This design comes from an exercise in tuning for small area, a short achievable clock period and few clock cycles per item on the open sky130 flow, not from production work.
The RTL was checked by simulation tests, not by an equivalence proof against the original design.

// aes_inv_cipher_ctrl
module aes_inv_cipher_ctrl (
  input  logic         clk,
  input  logic         rst,
  input  logic         in_valid,
  output logic         in_ready,
  input  logic [127:0] in_block,
  output logic [3:0]   rk_idx,
  input  logic [127:0] rk_data,
  output logic         out_valid,
  input  logic         out_ready,
  output logic [127:0] out_block,
  output logic         busy
);
For scale: ~4,800 cells after synthesis, ~470 flip-flops, roughly 400 I/O pins, roughly 0.046 mm2 of cells after synthesis.
==> flow/config.mk <==
export PLATFORM = sky130hd
export DESIGN_NAME = aes_inv_cipher_ctrl
export DESIGN_NICKNAME = aes_inv_cipher_ctrl
export VERILOG_FILES = /design/flow/design.v
export SDC_FILE = /design/flow/constraint.sdc
export NUM_CORES = 4
export LEC_CHECK = 0
export CAP_MARGIN = 20
export CORE_MARGIN = 2
export CORE_UTILIZATION = 70
export GPL_TIMING_DRIVEN = 1
export SLEW_MARGIN = 20
==> flow/constraint.sdc <==
create_clock -name core_clock -period 9.0 [get_ports {clk}]
set_input_delay 1.8000 -clock core_clock [delete_from_list [all_inputs] [get_ports {clk}]]
set_output_delay 1.8000 -clock core_clock [all_outputs]
set_load 0.01 [all_outputs]
standard.sh (not shown) runs the stock make flow with config.mk's settings and CLKGATE_MAP_FILE= SYNTH_SCRIPT=/design/flow/synth_recipe.tcl, a recipe that flattens the netlist after the stock synthesis.
==> flow/flow/run.sh <==
#!/bin/bash
# The standard ORFS layout (standard.sh) with these changes to how the
# layout is made; the constraints (constraint.sdc) are the standard flow's, unchanged:
#  - ports are buffered with buf_2 cells instead of the default buffer;
#  - if the detailed router leaves an antenna violation, the layout is made
#    again at a slightly lower utilisation in orfs_b/ and that one is used.
# Every tool's output goes to the logs under orfs*/logs and to flow_make*.log.
set -euo pipefail
W=$(pwd)
MARGIN=${MARGIN:-5.9}
KNOBS=(SETUP_SLACK_MARGIN=$MARGIN "BUFFER_PORTS_ARGS=-buffer_cell sky130_fd_sc_hd__buf_2")
BASE=results/$FLOW_PLATFORM/aes_inv_cipher_ctrl/base
ANT=reports/$FLOW_PLATFORM/aes_inv_cipher_ctrl/base/drt_antennas.log
bash standard.sh "${KNOBS[@]}" finish > flow_make.log 2>&1
if grep -q VIOLATED "orfs/$ANT"; then
  bash standard.sh WORK_HOME="$W/orfs_b" "${KNOBS[@]}" CORE_UTILIZATION=55 finish > flow_make_b.log 2>&1
  if ! grep -q VIOLATED "orfs_b/$ANT"; then
    : # left out here: write the final layout as DEF
  fi
fi
Testbench counts at the start, summed over its fixed seeds: cycles 8,504, items 768.
Edit:
--- a/flow/flow/run.sh
+++ b/flow/flow/run.sh
@@ -4 +4 @@
-#  - ports are buffered with buf_2 cells instead of the default buffer;
+#  - ports are buffered with buf_4 cells instead of the default buffer;
@@ -10,2 +10,2 @@
-MARGIN=${MARGIN:-5.9}
-KNOBS=(SETUP_SLACK_MARGIN=$MARGIN "BUFFER_PORTS_ARGS=-buffer_cell sky130_fd_sc_hd__buf_2")
+MARGIN=${MARGIN:-5.8}
+KNOBS=(SETUP_SLACK_MARGIN=$MARGIN "BUFFER_PORTS_ARGS=-buffer_cell sky130_fd_sc_hd__buf_4")
--- a/flow/config.mk
+++ b/flow/config.mk
@@ -10,2 +10 @@
-export CORE_UTILIZATION = 70
-export GPL_TIMING_DRIVEN = 1
+export CORE_UTILIZATION = 60
@@ -12,0 +12 @@
+export TNS_END_PERCENT = 0
The new run went through all stages and came out clean. Critical path depth is unchanged. Clock skew came out higher by 0.0040 ns. Die area came out higher by 16%. Synthesized area stays the same. Wire length came out lower by 0.70%. First-iteration DRC count came out lower by 12%. Final cell count came out higher by 0.57%. Design area hardly moves. Via count came out lower by 3.8%.


aes_inv_cipher_ctrl again, from the RTL that the note above started with.
==> flow/config.mk <==
export PLATFORM = sky130hd
export DESIGN_NAME = aes_inv_cipher_ctrl
export DESIGN_NICKNAME = aes_inv_cipher_ctrl
export VERILOG_FILES = /design/flow/design.v
export SDC_FILE = /design/flow/constraint.sdc
export NUM_CORES = 4
export LEC_CHECK = 0
export CAP_MARGIN = 20
export CORE_MARGIN = 2
export CORE_UTILIZATION = 60
export SLEW_MARGIN = 20
==> flow/constraint.sdc <==
create_clock -name core_clock -period 9.0 [get_ports {clk}]
set_input_delay 1.8000 -clock core_clock [delete_from_list [all_inputs] [get_ports {clk}]]
set_output_delay 1.8000 -clock core_clock [all_outputs]
set_load 0.01 [all_outputs]
==> flow/flow/run.sh <==
#!/bin/bash
# The standard ORFS layout (standard.sh) with these changes to how the
# layout is made; the constraints (constraint.sdc) are the standard flow's, unchanged:
#  - synthesis is synth_recipe.tcl unchanged except that ABC maps the logic
#    with flow/abc.script (delay-aware mapping with area recovery) instead of
#    ORFS's abc_speed.script; ABC does not touch the registers;
#  - ports are buffered with buf_4 cells instead of the default buffer;
#  - if the detailed router leaves an antenna violation, the layout is made
#    again at a slightly lower utilisation in orfs_b/ and that one is used.
# Every tool's output goes to the logs under orfs*/logs and to flow_make*.log.
set -euo pipefail
W=$(pwd)
MARGIN=${MARGIN:-5.9}
sed "s|^source \$::env(SCRIPTS_DIR)/synth_preamble.tcl\$|&\nlset abc_args 1 $W/flow/abc.script|" \
  "$FLOW_HOME/scripts/synth.tcl" > "$W/synth_body.tcl"
grep -q "lset abc_args 1" "$W/synth_body.tcl"
sed "s|^source \$::env(SCRIPTS_DIR)/synth.tcl\$|source $W/synth_body.tcl|" synth_recipe.tcl > "$W/own_synth.tcl"
grep -q "synth_body.tcl" "$W/own_synth.tcl"
KNOBS=(SYNTH_SCRIPT="$W/own_synth.tcl" SETUP_SLACK_MARGIN=$MARGIN "BUFFER_PORTS_ARGS=-buffer_cell sky130_fd_sc_hd__buf_4")
BASE=results/$FLOW_PLATFORM/aes_inv_cipher_ctrl/base
ANT=reports/$FLOW_PLATFORM/aes_inv_cipher_ctrl/base/drt_antennas.log
bash standard.sh "${KNOBS[@]}" finish > flow_make.log 2>&1
if grep -q VIOLATED "orfs/$ANT"; then
  bash standard.sh WORK_HOME="$W/orfs_b" "${KNOBS[@]}" CORE_UTILIZATION=55 finish > flow_make_b.log 2>&1
  if ! grep -q VIOLATED "orfs_b/$ANT"; then
    : # left out here: write the final layout as DEF
  fi
fi
==> flow/flow/abc.script <==
&get -n
&st
&dch
&nf -R 1000
&put
topo
Testbench counts at the start, summed over its fixed seeds: cycles 8,504, items 768.
Next try:
==> flow/flow/run.sh (replaced) <==
#!/bin/bash
# The standard ORFS layout (standard.sh) with these changes to how the
# layout is made; the constraints (constraint.sdc) are the standard flow's, unchanged:
#  - ports are buffered with buf_2 cells instead of the default buffer;
#  - if the detailed router leaves an antenna violation, the layout is made
#    again at a slightly lower utilisation in orfs_b/ and that one is used.
# Every tool's output goes to the logs under orfs*/logs and to flow_make*.log.
set -euo pipefail
W=$(pwd)
MARGIN=${MARGIN:-5.75}
KNOBS=(SETUP_SLACK_MARGIN=$MARGIN "BUFFER_PORTS_ARGS=-buffer_cell sky130_fd_sc_hd__buf_2")
BASE=results/$FLOW_PLATFORM/aes_inv_cipher_ctrl/base
ANT=reports/$FLOW_PLATFORM/aes_inv_cipher_ctrl/base/drt_antennas.log
bash standard.sh "${KNOBS[@]}" finish > flow_make.log 2>&1
if grep -q VIOLATED "orfs/$ANT"; then
  bash standard.sh WORK_HOME="$W/orfs_b" "${KNOBS[@]}" CORE_UTILIZATION=55 finish > flow_make_b.log 2>&1
  if ! grep -q VIOLATED "orfs_b/$ANT"; then
    : # left out here: write the final layout as DEF
  fi
fi
Settings changed: CORE_UTILIZATION 60 to 70.
removed: flow/flow/abc.script
Effect: The new run passed the timing, design-rule and antenna checks; first-iteration DRC count goes up by 20%; synthesized area falls by 2.1%; setup slack gets worse by 0.073 ns; routed wire length shrinks by 7.6%; utilization climbs by 6.5 points; count of clock-buffer cells in the layout fell by 19; final area went down by 8.1%; clock skew drops by 0.013 ns.
Next try:
--- a/flow/flow/run.sh
+++ b/flow/flow/run.sh
@@ -2,5 +2,5 @@
 # The standard ORFS layout (standard.sh) with these changes to how the
 # layout is made; the constraints (constraint.sdc) are the standard flow's, unchanged:
-#  - ports are buffered with buf_2 cells instead of the default buffer;
+#  - ports are buffered with buf_4 cells instead of the default buffer;
 #  - if the detailed router leaves an antenna violation, the layout is made
 #    again at a slightly lower utilisation in orfs_b/ and that one is used.
@@ -8,6 +8,6 @@
 set -euo pipefail
 W=$(pwd)
-MARGIN=${MARGIN:-5.75}
-KNOBS=(SETUP_SLACK_MARGIN=$MARGIN "BUFFER_PORTS_ARGS=-buffer_cell sky130_fd_sc_hd__buf_2")
+MARGIN=${MARGIN:-5.9}
+KNOBS=(SETUP_SLACK_MARGIN=$MARGIN "BUFFER_PORTS_ARGS=-buffer_cell sky130_fd_sc_hd__buf_4")
 BASE=results/$FLOW_PLATFORM/aes_inv_cipher_ctrl/base
 ANT=reports/$FLOW_PLATFORM/aes_inv_cipher_ctrl/base/drt_antennas.log
Settings changed: CORE_UTILIZATION 70 to 60.
After rerunning: The changed run completed with no timing, DRC or antenna violations; sequential share of layout area goes down by 0.83 points; final area goes up by 3.1%; worst setup slack gains 0.094 ns; core utilization goes down by 8.7 points; count of clock-buffer cells in the layout goes up by 6.

==> port drivers added, routing unchanged <==
In the flow no input, the clock included, has a driving cell. The finished layouts below were timed again as built, in two steps. Step 1: set_driving_cell puts a clkbuf_16 on clk and a buf_2 on each other input, an assumption about the parent block. Step 2 moves the port delays by t, midway between the first and last clock arrival at a register: inputs arrive t later, outputs are due t later. That takes back most of the time a late clock gives input paths. Slacks: ideal / step 1 / step 2; pairs: ideal / step 1.
run | shift t [ns] | setup WS [ns] | clock arrival spread, ns
the first run of note 1 | 0.691 | 5.877 / 5.808 / 5.254 | 0.028 / 0.028
the second run of note 1 | 0.681 | 5.444 / 5.373 / 5.002 | 0.035 / 0.034
the first run of note 2 | 0.686 | 5.847 / 5.777 / 5.374 | 0.032 / 0.033
the second run of note 2 | 0.665 | 5.774 / 5.708 / 5.178 | 0.019 / 0.019
the third run of note 2 | 0.680 | 5.868 / 5.847 / 5.229 | 0.016 / 0.016
After both steps setup and hold are still met in every run listed. For the third run of note 2, which loses most, drivers alone change the setup slack by -0.021 ns; drivers and shift together by -0.639 ns.
